This is an optimization exercise on Yosys and OpenROAD, whose aim is small area, a short achievable clock period and few clock cycles per item, not a production implementation.
Power is estimated from default activity; no workload was simulated.

==> inputs of v5 <==
==> flow/design.v (excerpt) <==
module display_test_pattern_generator (
  input  wire logic                           clk,
  input  wire logic                           rst_n,
  input  wire logic                           cfg_we,
  input  wire logic [dtpg_pkg::CFG_IDX_W-1:0] cfg_index,
  input  wire logic [dtpg_pkg::CFG_DAT_W-1:0] cfg_wdata,
  input  wire logic                           in_tvalid,
  output logic                                in_tready,
  input  wire logic [7:0]                     in_tdata,    
  output logic                                out_tvalid,
  input  wire logic                           out_tready,
  output logic [63:0]                         out_tdata,
  output logic                                out_tlast    
);
==> flow/config.mk <==
export PLATFORM = sky130hd
export DESIGN_NAME = display_test_pattern_generator
export DESIGN_NICKNAME = display_test_pattern_generator
export VERILOG_FILES = /design/flow/design.v
export SDC_FILE = /design/flow/constraint.sdc
export NUM_CORES = 4
export LEC_CHECK = 0
export ABC_CLOCK_PERIOD_IN_PS = 3000
export CAP_MARGIN = 20
export CORE_MARGIN = 2
export CORE_UTILIZATION = 40
export SETUP_SLACK_MARGIN = 3.0
export SLEW_MARGIN = 20
==> flow/constraint.sdc <==
create_clock -name core_clock -period 7.5 [get_ports {clk}]
set_input_delay 1.5000 -clock core_clock [delete_from_list [all_inputs] [get_ports {clk}]]
set_output_delay 1.5000 -clock core_clock [all_outputs]
set_load 0.01 [all_outputs]
run.sh (not shown) runs the stock make flow with config.mk's settings and CLKGATE_MAP_FILE= SYNTH_SCRIPT=/design/flow/synth_recipe.tcl, a recipe that flattens the netlist after the stock synthesis.
==> inputs of v20, as changes to v5 <==
--- a/flow/design.v
+++ b/flow/design.v
@@ -47,36 +47,38 @@
   input  wire logic          clk,
   input  wire logic          clr,
   input  wire logic          dbl,
   input  wire logic          step,
   input  wire logic          rp,
   input  wire logic          cin,
   input  wire logic [RW-1:0] d,
-  output logic      [QW-1:0] q
+  output logic      [QW-1:0] q,
+  output logic      [QW-1:0] q_d      
 );
-  logic [QW-1:0] q_r, sq_r, q_n, qa, qb, q_hi, q_lo, q_d;
-  logic [RW-1:0] r_r, sr_r, r_n, s1, r_hi, r_lo;
+  logic [QW-1:0] q_r, sq_r, q_n, qa, qb;
+  logic [RW-1:0] r_r, sr_r, r_n, s1;
   logic [RW:0]   srd_r, x2, s2;
   logic          c2, ge, co1, co2;
   dtpg_add #(.N(RW))   u_s1 (.a(r_r), .b(sr_r), .ci(1'b0), .s(s1), .co(co1));
   dtpg_add #(.N(RW+1)) u_s2 (.a({1'b0, r_r}), .b(x2), .ci(c2), .s(s2), .co(co2));
   always_comb begin
     x2 = ({(RW+1){dbl}} & {2'b11, ~d[RW-1:1]}) |
          ({(RW+1){rp}}  & {1'b1, ~d}) |
          ({(RW+1){!dbl && !rp}} & srd_r);
     c2 = dbl ? !(d[0] && !cin) : rp;
     ge = !s2[RW];
     qa = q_r + sq_r;
     qb = q_r + sq_r + 1'b1;
-    r_hi = dbl ? {s2[RW-2:0], cin ^ d[0]} : s2[RW-1:0];
-    r_lo = dbl ? {r_r[RW-2:0], cin} : s1;
-    q_hi = dbl ? {q_r[QW-2:0], 1'b1} : qb;
-    q_lo = dbl ? {q_r[QW-2:0], 1'b0} : qa;
-    r_n  = ge ? r_hi : r_lo;
-    q_n  = ge ? q_hi : q_lo;
+    if (dbl) begin
+      r_n = ge ? {s2[RW-2:0], cin ^ d[0]} : {r_r[RW-2:0], cin};
+      q_n = {q_r[QW-2:0], ge};
+    end else begin
+      r_n = ge ? s2[RW-1:0] : s1;
+      q_n = ge ? qb : qa;
+    end
   end
   always_comb begin
     if (clr)               q_d = '0;
     else if (dbl || step)  q_d = q_n;
     else                   q_d = q_r;
   end
   always_ff @(posedge clk) begin
@@ -307,87 +309,69 @@
   always_comb begin
     x_n = x_r;
     y_n = y_r;
     if (kill) begin
       x_n = '0;
       y_n = '0;
     end else if (adv) begin
-      x_n = eol_r ? '0 : x_inc;
+      x_n = eol_r ? '0 : x_r + 1'b1;
       if (eol_r) y_n = eof_r ? '0 : y_inc[COORD_W-1:0];
     end else if (seq.norm) begin
       if (xwrap) x_n = '0;
       if (ywrap) y_n = '0;
       else if (xwrap) y_n = y_inc[COORD_W-1:0];
     end
   end
-  logic [COORD_W-1:0] x_inc;
-  logic               w_is1, h_is1, eq_x, eq_xp1, eq_y, eq_yp1, eol_n, eof_n;
-  always_comb begin
-    x_inc  = x_r + 1'b1;
-    w_is1  = (wm1_r == '0);
-    h_is1  = (hm1_r == '0);
-    eq_x   = (x_r == wm1_r);
-    eq_xp1 = (x_inc == wm1_r);
-    eq_y   = (y_r == hm1_r);
-    eq_yp1 = (y_inc[COORD_W-1:0] == hm1_r);
-    if (kill)          eol_n = w_is1;
-    else if (adv)      eol_n = eol_r ? w_is1 : eq_xp1;
-    else if (seq.norm) eol_n = xwrap ? w_is1 : eq_x;
-    else               eol_n = eq_x;
-    if (kill)                eof_n = h_is1;
-    else if (adv && eol_r)   eof_n = eof_r ? h_is1 : eq_yp1;
-    else if (adv)            eof_n = eq_y;
-    else if (seq.norm)       eof_n = ywrap ? h_is1 : xwrap ? eq_yp1 : eq_y;
-    else                     eof_n = eq_y;
-  end
   always_ff @(posedge clk) begin
     if (!rst_n) begin
       x_r     <= '0;
       y_r     <= '0;
       eol_r   <= 1'b0;
       eof_r   <= 1'b0;
       last_r  <= 1'b0;
       fresh_r <= 1'b1;
       valid_r <= 1'b0;
     end else begin
       x_r   <= x_n;
       y_r   <= y_n;
-      eol_r  <= eol_n;
-      eof_r  <= eof_n;
-      last_r <= eol_n && eof_n;
+      eol_r  <= (x_n == wm1_r);
+      eof_r  <= (y_n == hm1_r);
+      last_r <= (x_n == wm1_r) && (y_n == hm1_r);
       if (cfg_we)     fresh_r <= 1'b1;
       else if (emit)  fresh_r <= 1'b0;
       if (emit)            valid_r <= 1'b1;
       else if (out_tready) valid_r <= 1'b0;
     end
   end
   always_ff @(posedge clk) begin
     xbit_r <= (seq.bidx_n < 4'd10) && x_r[seq.bidx_n];
     ybit_r <= (seq.bidx_n < 4'd10) && y_r[seq.bidx_n];
   end
-  logic [7:0] rq, gq;
+  logic [7:0] rq, gq, rq_d, gq_d;
   dtpg_div #(.QW(8), .RW(COORD_W)) u_red (
     .clk  (clk),
-    .clr  (!rst_n || wr_dim || kill || (adv && eol_r) || seq.norm || w_is1),
+    .clr  (!rst_n || wr_dim || kill || (adv && eol_r) || seq.norm || (wm1_r == '0)),
     .dbl  (seq.dbl),
     .step ((adv && !eol_r) || (seq.xs_b && xbit)),
     .rp   (seq.rp),
     .cin  (seq.qr),
     .d    (wm1_r),
-    .q    (rq)
+    .q    (rq),
+    .q_d  (rq_d)
   );
   dtpg_div #(.QW(8), .RW(COORD_W)) u_green (
     .clk  (clk),
-    .clr  (!rst_n || wr_dim || kill || (adv && eol_r && eof_r) || seq.norm || h_is1),
+    .clr  (!rst_n || wr_dim || kill || (adv && eol_r && eof_r) || seq.norm || (hm1_r == '0)),
     .dbl  (seq.dbl),
     .step ((adv && eol_r && !eof_r) || (seq.xs_b && ybit)),
     .rp   (seq.rp),
     .cin  (seq.qr),
     .d    (hm1_r),
-    .q    (gq)
+    .q    (gq),
+    .q_d  (gq_d)
   );
   logic [BAR_IDX_W-1:0] bq_r;
   logic [BAR_CNT_W-1:0] bc_r;
   logic [BAR_CNT_W+1:0] bt;
   logic                 beq, bge;
   always_comb begin
     beq = (bc_r == bwm1);
- SETUP_SLACK_MARGIN: 3.0 -> 4.2
==> notes.md <==
- v20 produced a clean layout. v5 completed without violations.
- Between v5 and v20, the lower register-to-register slack is in v5 (gap 0.73 ns).
- In v5 the combinational power is smaller than in v20, by 40%.
- Non-clock buffer count: v5 is lower than v20 (158).
- Between v20 and v5, the lower worst hold slack is in v20 (gap 0.011 ns).
- In v5 the setup slack is lower than in v20, by 0.67 ns.
No run of this note included a check of the RTL's function; only the layout flow was run.

* * *

==> job 8655 <==
==> flow/design.v <==
`default_nettype none
package dtpg_pkg;
  localparam int MAX_DIM   = 1024;
  localparam int DIM_W     = 11;
  localparam int COORD_W   = 10;
  localparam int COLOR_W   = 16;
  localparam int STRIDE_W  = 12;
  localparam int ADDR_W    = 21;
  localparam int CFG_IDX_W = 3;
  localparam int CFG_DAT_W = 16;
  localparam int BAR_IDX_W = 3;
  localparam int BAR_CNT_W = 7;
  localparam logic [CFG_IDX_W-1:0] REG_MODE   = 3'd0;
  localparam logic [CFG_IDX_W-1:0] REG_SOLID  = 3'd1;
  localparam logic [CFG_IDX_W-1:0] REG_WIDTH  = 3'd2;
  localparam logic [CFG_IDX_W-1:0] REG_HEIGHT = 3'd3;
  localparam logic [CFG_IDX_W-1:0] REG_STRIDE = 3'd4;
  typedef struct packed {
    logic       qr;     
    logic       rp;     
    logic       norm;   
    logic       xs_a;   
    logic       xs_b;   
    logic       addx;   
    logic [3:0] bidx;   
  } seq_t;
  function automatic logic [COLOR_W-1:0] bar_color(input logic [BAR_IDX_W-1:0] idx);
    case (idx)
      3'd0:    bar_color = 16'hf800;
      3'd1:    bar_color = 16'h07e0;
      3'd2:    bar_color = 16'h001f;
      3'd3:    bar_color = 16'hffe0;
      3'd4:    bar_color = 16'hf81f;
      3'd5:    bar_color = 16'h07ff;
      3'd6:    bar_color = 16'hffff;
      default: bar_color = 16'h0000;
    endcase
  endfunction
endpackage
`default_nettype wire
`default_nettype none
module dtpg_div #(
  parameter int QW = 8,
  parameter int RW = 10
) (
  input  wire logic          clk,
  input  wire logic          clr,
  input  wire logic          dbl,
  input  wire logic          step,
  input  wire logic          rp,
  input  wire logic          cin,
  input  wire logic [RW-1:0] d,
  output logic      [QW-1:0] q
);
  logic [QW-1:0] q_r, sq_r, q_n, qa, qb;
  logic [RW-1:0] r_r, sr_r, r_n, s1;
  logic [RW:0]   srd_r, x2, s2;
  logic          c2, ge;
  always_comb begin
    s1 = r_r + sr_r;
    if (dbl) begin
      x2 = {2'b11, ~d[RW-1:1]};
      c2 = !(d[0] && !cin);
    end else if (rp) begin
      x2 = {1'b1, ~d};
      c2 = 1'b1;
    end else begin
      x2 = srd_r;
      c2 = 1'b0;
    end
    s2 = {1'b0, r_r} + x2 + {{RW{1'b0}}, c2};
    ge = !s2[RW];
    qa = q_r + sq_r;
    qb = q_r + sq_r + 1'b1;
    if (dbl) begin
      r_n = ge ? {s2[RW-2:0], cin ^ d[0]} : {r_r[RW-2:0], cin};
      q_n = {q_r[QW-2:0], ge};
    end else begin
      r_n = ge ? s2[RW-1:0] : s1;
      q_n = ge ? qb : qa;
    end
  end
  always_ff @(posedge clk) begin
    if (clr) begin
      q_r <= '0;
      r_r <= '0;
    end else if (dbl || step) begin
      q_r <= q_n;
      r_r <= r_n;
    end
    if (rp) begin
      sq_r  <= q_r;
      sr_r  <= r_r;
      srd_r <= s2;
    end
  end
  assign q = q_r;
endmodule
`default_nettype wire
`default_nettype none
import dtpg_pkg::*;
module dtpg_ctrl (
  input  wire logic                  clk,
  input  wire logic                  rst_n,
  input  wire logic                  cfg_we,
  input  wire logic [CFG_IDX_W-1:0]  cfg_index,
  input  wire logic                  in_tvalid,
  output logic                       in_tready,
  input  wire logic                  in_restart,
  input  wire logic                  out_free,
  output logic                       emit,        
  output logic                       emit_rst,    
  output dtpg_pkg::seq_t             seq
);
  logic       v0_r, v1_r, e0_r, e1_r;
  logic       push, head_rst;
  logic       wr_dim, wr_stride;
  logic       idle_r, qr_r, rp_r, norm_r, xs_r, addx_r;
  logic [4:0] cnt_r;
  assign in_tready = !v1_r;
  assign push      = in_tvalid && !v1_r;
  assign head_rst  = v0_r && e0_r;
  assign emit      = idle_r && v0_r && out_free;
  assign emit_rst  = e0_r;
  always_ff @(posedge clk) begin
    if (!rst_n) begin
      v0_r <= 1'b0;
      v1_r <= 1'b0;
    end else begin
      if (emit) begin
        v0_r <= v1_r || push;
        v1_r <= 1'b0;
      end else if (push) begin
        v0_r <= 1'b1;
        v1_r <= v0_r;
      end
    end
    if (emit) begin
      e0_r <= v1_r ? e1_r : in_restart;
    end else if (push && !v0_r) begin
      e0_r <= in_restart;
    end
    if (push) e1_r <= in_restart;
  end
  assign wr_dim    = cfg_we && (cfg_index == REG_WIDTH || cfg_index == REG_HEIGHT);
  assign wr_stride = cfg_we && (cfg_index == REG_STRIDE) && !qr_r && !rp_r;
  always_ff @(posedge clk) begin
    if (!rst_n || wr_dim) begin
      {idle_r, qr_r, rp_r, norm_r, xs_r, addx_r} <= 6'b010000;
      cnt_r <= 5'd7;
    end else if (wr_stride) begin
      {idle_r, qr_r, rp_r, norm_r, xs_r, addx_r} <= 6'b000100;
    end else begin
      if (qr_r) begin
        cnt_r <= cnt_r - 1'b1;
        if (cnt_r == 5'd0) begin
          qr_r <= 1'b0;
          rp_r <= 1'b1;
        end
      end
      if (rp_r) begin
        rp_r   <= 1'b0;
        idle_r <= head_rst;
        norm_r <= !head_rst;
      end
      if (norm_r) begin
        norm_r <= 1'b0;
        idle_r <= head_rst;
        xs_r   <= !head_rst;
        cnt_r  <= 5'd19;
      end
      if (xs_r) begin
        cnt_r <= cnt_r - 1'b1;
        if (head_rst) begin
          xs_r   <= 1'b0;
          idle_r <= 1'b1;
        end else if (cnt_r == 5'd0) begin
          xs_r   <= 1'b0;
          addx_r <= 1'b1;
        end
      end
      if (addx_r) begin
        addx_r <= 1'b0;
        idle_r <= 1'b1;
      end
    end
  end
  always_comb begin
    seq.qr   = qr_r;
    seq.rp   = rp_r;
    seq.norm = norm_r;
    seq.xs_a = xs_r && cnt_r[0];
    seq.xs_b = xs_r && !cnt_r[0];
    seq.addx = addx_r;
    seq.bidx = cnt_r[4:1];
  end
endmodule
`default_nettype wire
`default_nettype none
import dtpg_pkg::*;
module dtpg_dp (
  input  wire logic                  clk,
  input  wire logic                  rst_n,
  input  wire logic                  cfg_we,
  input  wire logic [CFG_IDX_W-1:0]  cfg_index,
  input  wire logic [CFG_DAT_W-1:0]  cfg_wdata,
  input  wire logic                  emit,
  input  wire logic                  emit_rst,
  input  dtpg_pkg::seq_t             seq,
  output logic                       out_tvalid,
  input  wire logic                  out_tready,
  output logic                       out_free,
  output logic [63:0]                out_tdata,
  output logic                       out_tlast
);
  logic [1:0]           mode_r;
  logic [COLOR_W-1:0]   solid_r;
  logic [COORD_W-1:0]   wm1_r, hm1_r;
  logic [STRIDE_W-1:0]  stride_r;
  logic [COORD_W-1:0]   wr_m1;
  logic                 wr_dim;
  always_comb begin
    if (cfg_wdata[DIM_W-1:0] == '0) wr_m1 = '0;
    else if (cfg_wdata[COORD_W])    wr_m1 = COORD_W'(MAX_DIM - 1);
    else                            wr_m1 = cfg_wdata[COORD_W-1:0] - 1'b1;
  end
  assign wr_dim = cfg_we && (cfg_index == REG_WIDTH || cfg_index == REG_HEIGHT);
  always_ff @(posedge clk) begin
    if (!rst_n) begin
      mode_r   <= 2'd0;
      solid_r  <= 16'h001f;
      wm1_r    <= 10'd319;
      hm1_r    <= 10'd239;
      stride_r <= 12'd320;
    end else if (cfg_we) begin
      case (cfg_index)
        REG_MODE:   mode_r   <= cfg_wdata[1:0];
        REG_SOLID:  solid_r  <= cfg_wdata;
        REG_WIDTH:  wm1_r    <= wr_m1;
        REG_HEIGHT: hm1_r    <= wr_m1;
        REG_STRIDE: stride_r <= cfg_wdata[STRIDE_W-1:0];
        default:    ;
      endcase
    end
  end
  logic [BAR_CNT_W-1:0] bwm1;
  logic [COORD_W-1:0]   wm1_m7;
  always_comb begin
    wm1_m7 = wm1_r - 10'd7;
    bwm1   = (wm1_r < 10'd7) ? '0 : wm1_m7[COORD_W-1:3];
  end
  logic [COORD_W-1:0] x_r, y_r, x_n, y_n;
  logic               eol_r, eof_r, fresh_r, valid_r;
  logic               upd, adv, kill, xbit, ybit;
  logic [COORD_W:0]   y_inc;
  logic               xwrap, ywrap;
  assign xbit  = x_r[seq.bidx];
  assign ybit  = y_r[seq.bidx];
  assign upd   = emit || cfg_we;
  assign adv   = upd && !fresh_r;      
  assign kill  = emit && emit_rst;     
  assign y_inc = {1'b0, y_r} + 1'b1;
  assign xwrap = (x_r > wm1_r);
  assign ywrap = xwrap ? (y_inc > {1'b0, hm1_r}) : (y_r > hm1_r);
  always_comb begin
    x_n = x_r;
    y_n = y_r;
    if (kill) begin
      x_n = '0;
      y_n = '0;
    end else if (adv) begin
      x_n = eol_r ? '0 : x_r + 1'b1;
      if (eol_r) y_n = eof_r ? '0 : y_inc[COORD_W-1:0];
    end else if (seq.norm) begin
      if (xwrap) x_n = '0;
      if (ywrap) y_n = '0;
      else if (xwrap) y_n = y_inc[COORD_W-1:0];
    end
  end
  always_ff @(posedge clk) begin
    if (!rst_n) begin
      x_r     <= '0;
      y_r     <= '0;
      eol_r   <= 1'b0;
      eof_r   <= 1'b0;
      fresh_r <= 1'b1;
      valid_r <= 1'b0;
    end else begin
      x_r   <= x_n;
      y_r   <= y_n;
      eol_r <= (x_n == wm1_r);
      eof_r <= (y_n == hm1_r);
      if (cfg_we)     fresh_r <= 1'b1;
      else if (emit)  fresh_r <= 1'b0;
      if (emit)            valid_r <= 1'b1;
      else if (out_tready) valid_r <= 1'b0;
    end
  end
  logic [7:0] rq, gq;
  dtpg_div #(.QW(8), .RW(COORD_W)) u_red (
    .clk  (clk),
    .clr  (!rst_n || wr_dim || kill || (adv && eol_r) || seq.norm),
    .dbl  (seq.qr || seq.xs_a),
    .step ((adv && !eol_r) || (seq.xs_b && xbit)),
    .rp   (seq.rp),
    .cin  (seq.qr),
    .d    (wm1_r),
    .q    (rq)
  );
  dtpg_div #(.QW(8), .RW(COORD_W)) u_green (
    .clk  (clk),
    .clr  (!rst_n || wr_dim || kill || (adv && eol_r && eof_r) || seq.norm),
    .dbl  (seq.qr || seq.xs_a),
    .step ((adv && eol_r && !eof_r) || (seq.xs_b && ybit)),
    .rp   (seq.rp),
    .cin  (seq.qr),
    .d    (hm1_r),
    .q    (gq)
  );
  logic [BAR_IDX_W-1:0] bq_r;
  logic [BAR_CNT_W-1:0] bc_r;
  logic [BAR_CNT_W+1:0] bt;
  logic                 beq, bge;
  always_comb begin
    beq = (bc_r == bwm1);
    bt  = {1'b0, bc_r, xbit} - {2'b00, bwm1} - 1'b1;
    bge = !bt[BAR_CNT_W+1];
  end
  always_ff @(posedge clk) begin
    if (kill || (adv && eol_r) || seq.norm) begin
      bq_r <= '0;
      bc_r <= '0;
    end else if (seq.xs_a) begin
      bc_r <= bge ? bt[BAR_CNT_W-1:0] : {bc_r[BAR_CNT_W-2:0], xbit};
      bq_r <= bq_r[2] ? 3'd7 : {bq_r[1:0], bge};
    end else if (adv) begin
      bc_r <= beq ? '0 : bc_r + 1'b1;
      if (bq_r != 3'd7) bq_r <= bq_r + {2'b00, beq};
    end
  end
  logic [ADDR_W-1:0] rb_r, addr_r, rb_a, rb_b, rb_s;
  always_comb begin
    rb_a = seq.xs_a ? {rb_r[ADDR_W-2:0], 1'b0} : rb_r;
    if (seq.addx)                rb_b = ADDR_W'(x_r);
    else if (seq.xs_a && !ybit)  rb_b = '0;
    else                         rb_b = ADDR_W'(stride_r);
    rb_s = rb_a + rb_b;
  end
  always_ff @(posedge clk) begin
    if (kill || (adv && eol_r && eof_r) || seq.norm) rb_r <= '0;
    else if ((adv && eol_r) || seq.xs_a)            rb_r <= rb_s;
    if (kill || (adv && eol_r && eof_r))  addr_r <= '0;
    else if ((adv && eol_r) || seq.addx)  addr_r <= rb_s;
    else if (adv)                         addr_r <= addr_r + 1'b1;
  end
  logic [4:0]          red5;
  logic [5:0]          grn6;
  logic [COLOR_W-1:0]  color;
  always_comb begin
    red5 = (wm1_r == '0) ? 5'd0 : rq[7:3];
    grn6 = (hm1_r == '0) ? 6'd0 : gq[7:2];
    case (mode_r)
      2'd1:    color = {red5, grn6, ~red5};
      2'd2:    color = dtpg_pkg::bar_color(bq_r);
      default: color = solid_r;
    endcase
  end
  assign out_free   = !valid_r || out_tready;
  assign out_tvalid = valid_r;
  assign out_tdata  = {7'd0, addr_r, y_r, x_r, color};
  assign out_tlast  = eol_r && eof_r;
endmodule
`default_nettype wire
`default_nettype none
import dtpg_pkg::*;
module display_test_pattern_generator (
  input  wire logic                           clk,
  input  wire logic                           rst_n,
  input  wire logic                           cfg_we,
  input  wire logic [dtpg_pkg::CFG_IDX_W-1:0] cfg_index,
  input  wire logic [dtpg_pkg::CFG_DAT_W-1:0] cfg_wdata,
  input  wire logic                           in_tvalid,
  output logic                                in_tready,
  input  wire logic [7:0]                     in_tdata,    
  output logic                                out_tvalid,
  input  wire logic                           out_tready,
  output logic [63:0]                         out_tdata,
  output logic                                out_tlast    
);
  logic           out_free, emit, emit_rst;
  dtpg_pkg::seq_t seq;
  dtpg_ctrl u_ctrl (
    .clk        (clk),
    .rst_n      (rst_n),
    .cfg_we     (cfg_we),
    .cfg_index  (cfg_index),
    .in_tvalid  (in_tvalid),
    .in_tready  (in_tready),
    .in_restart (in_tdata[0]),
    .out_free   (out_free),
    .emit       (emit),
    .emit_rst   (emit_rst),
    .seq        (seq)
  );
  dtpg_dp u_dp (
    .clk        (clk),
    .rst_n      (rst_n),
    .cfg_we     (cfg_we),
    .cfg_index  (cfg_index),
    .cfg_wdata  (cfg_wdata),
    .emit       (emit),
    .emit_rst   (emit_rst),
    .seq        (seq),
    .out_tvalid (out_tvalid),
    .out_tready (out_tready),
    .out_free   (out_free),
    .out_tdata  (out_tdata),
    .out_tlast  (out_tlast)
  );
endmodule
`default_nettype wire
==> flow/run.sh <==
#!/bin/bash
# synth_recipe.tcl (not shown) runs the flow's synth.tcl, then flattens the netlist and writes it again
# the make line also repeats each setting of config.mk as NAME=value (left out here)
make -C /OpenROAD-flow-scripts/flow DESIGN_CONFIG=/design/flow/config.mk WORK_HOME=/design/flow/orfs CLKGATE_MAP_FILE= SYNTH_SCRIPT=/design/flow/synth_recipe.tcl finish
==> flow/config.mk <==
export PLATFORM = sky130hd
export DESIGN_NAME = display_test_pattern_generator
export DESIGN_NICKNAME = display_test_pattern_generator
export VERILOG_FILES = /design/flow/design.v
export SDC_FILE = /design/flow/constraint.sdc
export NUM_CORES = 4
export LEC_CHECK = 0
export CAP_MARGIN = 20
export CORE_MARGIN = 2
export CORE_UTILIZATION = 40
export SLEW_MARGIN = 20
==> flow/constraint.sdc <==
create_clock -name core_clock -period 7.5 [get_ports {clk}]
set_input_delay 1.5000 -clock core_clock [delete_from_list [all_inputs] [get_ports {clk}]]
set_output_delay 1.5000 -clock core_clock [all_outputs]
set_load 0.01 [all_outputs]
==> inputs of job 9684, as changes to job 8655 <==
- ABC_CLOCK_PERIOD_IN_PS: default -> 3500
- SETUP_SLACK_MARGIN: default -> 3.5
==> inputs of job 5213, as changes to job 8655 <==
--- a/flow/design.v
+++ b/flow/design.v
@@ -22,7 +22,7 @@
     logic       xs_a;   
     logic       xs_b;   
     logic       addx;   
-    logic [3:0] bidx;   
+    logic [3:0] bidx_n;   
   } seq_t;
   function automatic logic [COLOR_W-1:0] bar_color(input logic [BAR_IDX_W-1:0] idx);
     case (idx)
@@ -50,7 +50,8 @@
   input  wire logic          rp,
   input  wire logic          cin,
   input  wire logic [RW-1:0] d,
-  output logic      [QW-1:0] q
+  output logic      [QW-1:0] q,
+  output logic      [QW-1:0] q_d      
 );
   logic [QW-1:0] q_r, sq_r, q_n, qa, qb;
   logic [RW-1:0] r_r, sr_r, r_n, s1;
@@ -80,12 +81,16 @@
       q_n = ge ? qb : qa;
     end
   end
+  always_comb begin
+    if (clr)               q_d = '0;
+    else if (dbl || step)  q_d = q_n;
+    else                   q_d = q_r;
+  end
   always_ff @(posedge clk) begin
+    q_r <= q_d;
     if (clr) begin
-      q_r <= '0;
       r_r <= '0;
     end else if (dbl || step) begin
-      q_r <= q_n;
       r_r <= r_n;
     end
     if (rp) begin
@@ -116,7 +121,7 @@
   logic       push, head_rst;
   logic       wr_dim, wr_stride;
   logic       idle_r, qr_r, rp_r, norm_r, xs_r, addx_r;
-  logic [4:0] cnt_r;
+  logic [4:0] cnt_r, cnt_n;
   assign in_tready = !v1_r;
   assign push      = in_tvalid && !v1_r;
   assign head_rst  = v0_r && e0_r;
@@ -144,19 +149,23 @@
   end
   assign wr_dim    = cfg_we && (cfg_index == REG_WIDTH || cfg_index == REG_HEIGHT);
   assign wr_stride = cfg_we && (cfg_index == REG_STRIDE) && !qr_r && !rp_r;
+  always_comb begin
+    cnt_n = cnt_r;
+    if (!rst_n || wr_dim)          cnt_n = 5'd7;
+    else if (wr_stride)            cnt_n = cnt_r;
+    else if (norm_r)               cnt_n = 5'd20;
+    else if (qr_r || xs_r)         cnt_n = cnt_r - 1'b1;
+  end
   always_ff @(posedge clk) begin
+    cnt_r <= cnt_n;
     if (!rst_n || wr_dim) begin
       {idle_r, qr_r, rp_r, norm_r, xs_r, addx_r} <= 6'b010000;
-      cnt_r <= 5'd7;
     end else if (wr_stride) begin
       {idle_r, qr_r, rp_r, norm_r, xs_r, addx_r} <= 6'b000100;
     end else begin
-      if (qr_r) begin
-        cnt_r <= cnt_r - 1'b1;
-        if (cnt_r == 5'd0) begin
-          qr_r <= 1'b0;
-          rp_r <= 1'b1;
-        end
+      if (qr_r && cnt_r == 5'd0) begin
+        qr_r <= 1'b0;
+        rp_r <= 1'b1;
       end
       if (rp_r) begin
         rp_r   <= 1'b0;
@@ -167,10 +176,8 @@
         norm_r <= 1'b0;
         idle_r <= head_rst;
         xs_r   <= !head_rst;
-        cnt_r  <= 5'd19;
       end
       if (xs_r) begin
-        cnt_r <= cnt_r - 1'b1;
         if (head_rst) begin
           xs_r   <= 1'b0;
           idle_r <= 1'b1;
@@ -192,7 +199,7 @@
     seq.xs_a = xs_r && cnt_r[0];
     seq.xs_b = xs_r && !cnt_r[0];
     seq.addx = addx_r;
-    seq.bidx = cnt_r[4:1];
+    seq.bidx_n = cnt_n[4:1];
   end
 endmodule
 `default_nettype wire
@@ -250,12 +257,13 @@
     bwm1   = (wm1_r < 10'd7) ? '0 : wm1_m7[COORD_W-1:3];
   end
   logic [COORD_W-1:0] x_r, y_r, x_n, y_n;
-  logic               eol_r, eof_r, fresh_r, valid_r;
+  logic               eol_r, eof_r, last_r, fresh_r, valid_r;
+  logic               xbit_r, ybit_r;
   logic               upd, adv, kill, xbit, ybit;
   logic [COORD_W:0]   y_inc;
   logic               xwrap, ywrap;
-  assign xbit  = x_r[seq.bidx];
-  assign ybit  = y_r[seq.bidx];
+  assign xbit  = xbit_r;
+  assign ybit  = ybit_r;
   assign upd   = emit || cfg_we;
   assign adv   = upd && !fresh_r;      
   assign kill  = emit && emit_rst;     
@@ -283,20 +291,26 @@
       y_r     <= '0;
       eol_r   <= 1'b0;
       eof_r   <= 1'b0;
+      last_r  <= 1'b0;
       fresh_r <= 1'b1;
       valid_r <= 1'b0;
     end else begin
       x_r   <= x_n;
       y_r   <= y_n;
-      eol_r <= (x_n == wm1_r);
-      eof_r <= (y_n == hm1_r);
+      eol_r  <= (x_n == wm1_r);
+      eof_r  <= (y_n == hm1_r);
+      last_r <= (x_n == wm1_r) && (y_n == hm1_r);
       if (cfg_we)     fresh_r <= 1'b1;
       else if (emit)  fresh_r <= 1'b0;
       if (emit)            valid_r <= 1'b1;
       else if (out_tready) valid_r <= 1'b0;
     end
   end
-  logic [7:0] rq, gq;
+  always_ff @(posedge clk) begin
+    xbit_r <= (seq.bidx_n < 4'd10) && x_r[seq.bidx_n];
+    ybit_r <= (seq.bidx_n < 4'd10) && y_r[seq.bidx_n];
+  end
+  logic [7:0] rq, gq, rq_d, gq_d;
   dtpg_div #(.QW(8), .RW(COORD_W)) u_red (
     .clk  (clk),
     .clr  (!rst_n || wr_dim || kill || (adv && eol_r) || seq.norm),
@@ -305,7 +319,8 @@
     .rp   (seq.rp),
     .cin  (seq.qr),
     .d    (wm1_r),
-    .q    (rq)
+    .q    (rq),
+    .q_d  (rq_d)
   );
   dtpg_div #(.QW(8), .RW(COORD_W)) u_green (
     .clk  (clk),
@@ -315,7 +330,8 @@
     .rp   (seq.rp),
     .cin  (seq.qr),
     .d    (hm1_r),
-    .q    (gq)
+    .q    (gq),
+    .q_d  (gq_d)
   );
   logic [BAR_IDX_W-1:0] bq_r;
   logic [BAR_CNT_W-1:0] bc_r;
@@ -326,16 +342,21 @@
     bt  = {1'b0, bc_r, xbit} - {2'b00, bwm1} - 1'b1;
     bge = !bt[BAR_CNT_W+1];
   end
+  logic [BAR_IDX_W-1:0] bq_d;
+  always_comb begin
+    bq_d = bq_r;
+    if (kill || (adv && eol_r) || seq.norm) bq_d = '0;
+    else if (seq.xs_a)                      bq_d = bq_r[2] ? 3'd7 : {bq_r[1:0], bge};
+    else if (adv && bq_r != 3'd7)           bq_d = bq_r + {2'b00, beq};
+  end
   always_ff @(posedge clk) begin
+    bq_r <= bq_d;
     if (kill || (adv && eol_r) || seq.norm) begin
-      bq_r <= '0;
       bc_r <= '0;
     end else if (seq.xs_a) begin
       bc_r <= bge ? bt[BAR_CNT_W-1:0] : {bc_r[BAR_CNT_W-2:0], xbit};
-      bq_r <= bq_r[2] ? 3'd7 : {bq_r[1:0], bge};
     end else if (adv) begin
       bc_r <= beq ? '0 : bc_r + 1'b1;
-      if (bq_r != 3'd7) bq_r <= bq_r + {2'b00, beq};
     end
   end
   logic [ADDR_W-1:0] rb_r, addr_r, rb_a, rb_b, rb_s;
@@ -355,20 +376,21 @@
   end
   logic [4:0]          red5;
   logic [5:0]          grn6;
-  logic [COLOR_W-1:0]  color;
+  logic [COLOR_W-1:0]  color, color_r;
   always_comb begin
-    red5 = (wm1_r == '0) ? 5'd0 : rq[7:3];
-    grn6 = (hm1_r == '0) ? 6'd0 : gq[7:2];
+    red5 = (wm1_r == '0) ? 5'd0 : rq_d[7:3];
+    grn6 = (hm1_r == '0) ? 6'd0 : gq_d[7:2];
     case (mode_r)
       2'd1:    color = {red5, grn6, ~red5};
-      2'd2:    color = dtpg_pkg::bar_color(bq_r);
+      2'd2:    color = dtpg_pkg::bar_color(bq_d);
       default: color = solid_r;
     endcase
   end
+  always_ff @(posedge clk) color_r <= color;
   assign out_free   = !valid_r || out_tready;
   assign out_tvalid = valid_r;
-  assign out_tdata  = {7'd0, addr_r, y_r, x_r, color};
-  assign out_tlast  = eol_r && eof_r;
+  assign out_tdata  = {7'd0, addr_r, y_r, x_r, color_r};
+  assign out_tlast  = last_r;
 endmodule
 `default_nettype wire
 `default_nettype none
- ABC_CLOCK_PERIOD_IN_PS: default -> 2800
- SETUP_SLACK_MARGIN: default -> 4.6
==> qor_table.md <==
| Result | This run | Unit |
|---|---|---|
| Fill count | 3,841 | - |
| Setup fix buffers added after clock tree synthesis | 179 | - |
| Avg Synthesized Cell Area | 8.063 | sq um |
| Post-CTS Resized | 429 | - |
| Required time reported for the critical path endpoint | 8.00 | ns |
| Status | finished clean | - |
| Fin crit period | 3.941 | ns |
| Clock distribution power | 1660 | uW |
| Transition at the pin with the smallest max-transition slack | 1.175 | ns |
| Clock latency reported for the late side of the worst-skew pair | 0.59 | ns |
| Final non-filler cell total | 3,075 | - |
| Cell Area, Synth | 17,760 | sq um |
| Area growth, synth to finish | 39.26 | % |
| Site row count | 77 | - |
The numbers above come from job 5213.

==> qor_table.md <==
| Result | This run | Unit |
|---|---|---|
| Site row count | 76 | - |
| Clock latency reported for the late side of the worst-skew pair | 0.60 | ns |
| RSZ-0062 raised after global routing | true | - |
| Setup fix buffers added after clock tree synthesis | 36 | - |
| Routing usage on met3 | 3.500 | % |
| Mux contribution to synthesized area | 2.009 | % |
| Avg Synthesized Cell Area | 7.750 | sq um |
| Required time reported for the critical path endpoint | 7.97 | ns |
| Core footprint | 43,170 | sq um |
| Transition at the pin with the smallest max-transition slack | 0.9634 | ns |
| Syn Inst Count | 2,266 | - |
| Fin crit period | 3.991 | ns |
| Area growth, synth to finish | 19.43 | % |
| Status | finished clean | - |
| Worst flop-to-flop path endpoint | u_dp.addr_r[18] | - |
| Fill count | 4,282 | - |
| Post-CTS Resized | 117 | - |
| Cell Area, Synth | 17,560 | sq um |
The numbers above come from job 9684.

==> qor_table.md <==
| Result | This run | Unit |
|---|---|---|
| Clock latency reported for the late side of the worst-skew pair | 0.58 | ns |
| Post-CTS Resized | 0 | - |
| Final cell area excluding filler cells | 19,720 | sq um |
| Site row count | 76 | - |
| Final non-filler cell total | 2,880 | - |
| Avg Synthesized Cell Area | 7.750 | sq um |
| Fin crit period | 5.264 | ns |
| Area growth, synth to finish | 12.29 | % |
| Worst setup slack after placement | 2.177 | ns |
| Clock distribution power | 1390 | uW |
| Fill count | 4,330 | - |
| Top-count cell post-synth | nand2_1 | - |
| Required time reported for the critical path endpoint | 7.95 | ns |
| Type of the worst setup path | reg2reg | - |
| Setup fix buffers added after clock tree synthesis | 0 | - |
| Status | finished clean | - |
The numbers above come from job 8655.

No run of this note included a check of the RTL's function; only the layout flow was run.

-- port drivers added, routing unchanged --
How much do the figures lean on ideal ports? The routed layouts below were timed once more, with nothing changed but the port constraints.
Step 1: set_driving_cell puts a clkbuf_16 on clk and a buf_2 on each other input, an assumption about the parent block.
Step 2 also shifts input and output timing later by t, the mid clock arrival at the registers, as if the neighbouring blocks saw the same clock.
a / b / c = ideal / step 1 / step 2; a / b = the first two.
run	t (ns)	slack for setup (ns)	worst setup path after step 2	pins driven straight from the clock port
v5	0.624	3.096 / 3.132 / 2.508	input to register	1
v20	0.641	3.767 / 3.794 / 3.153	input to register	1
job 8655	0.621	2.236 / 2.236 / 2.223	input to register	1
job 9684	0.633	3.509 / 3.509 / 3.034	input to register	1
job 5213	0.639	3.559 / 3.559 / 3.244	input to register	1
After both steps every run listed still meets setup and hold. The setup slack of v20, which loses most, moves by +0.027 ns with the drivers and by -0.614 ns with both steps.
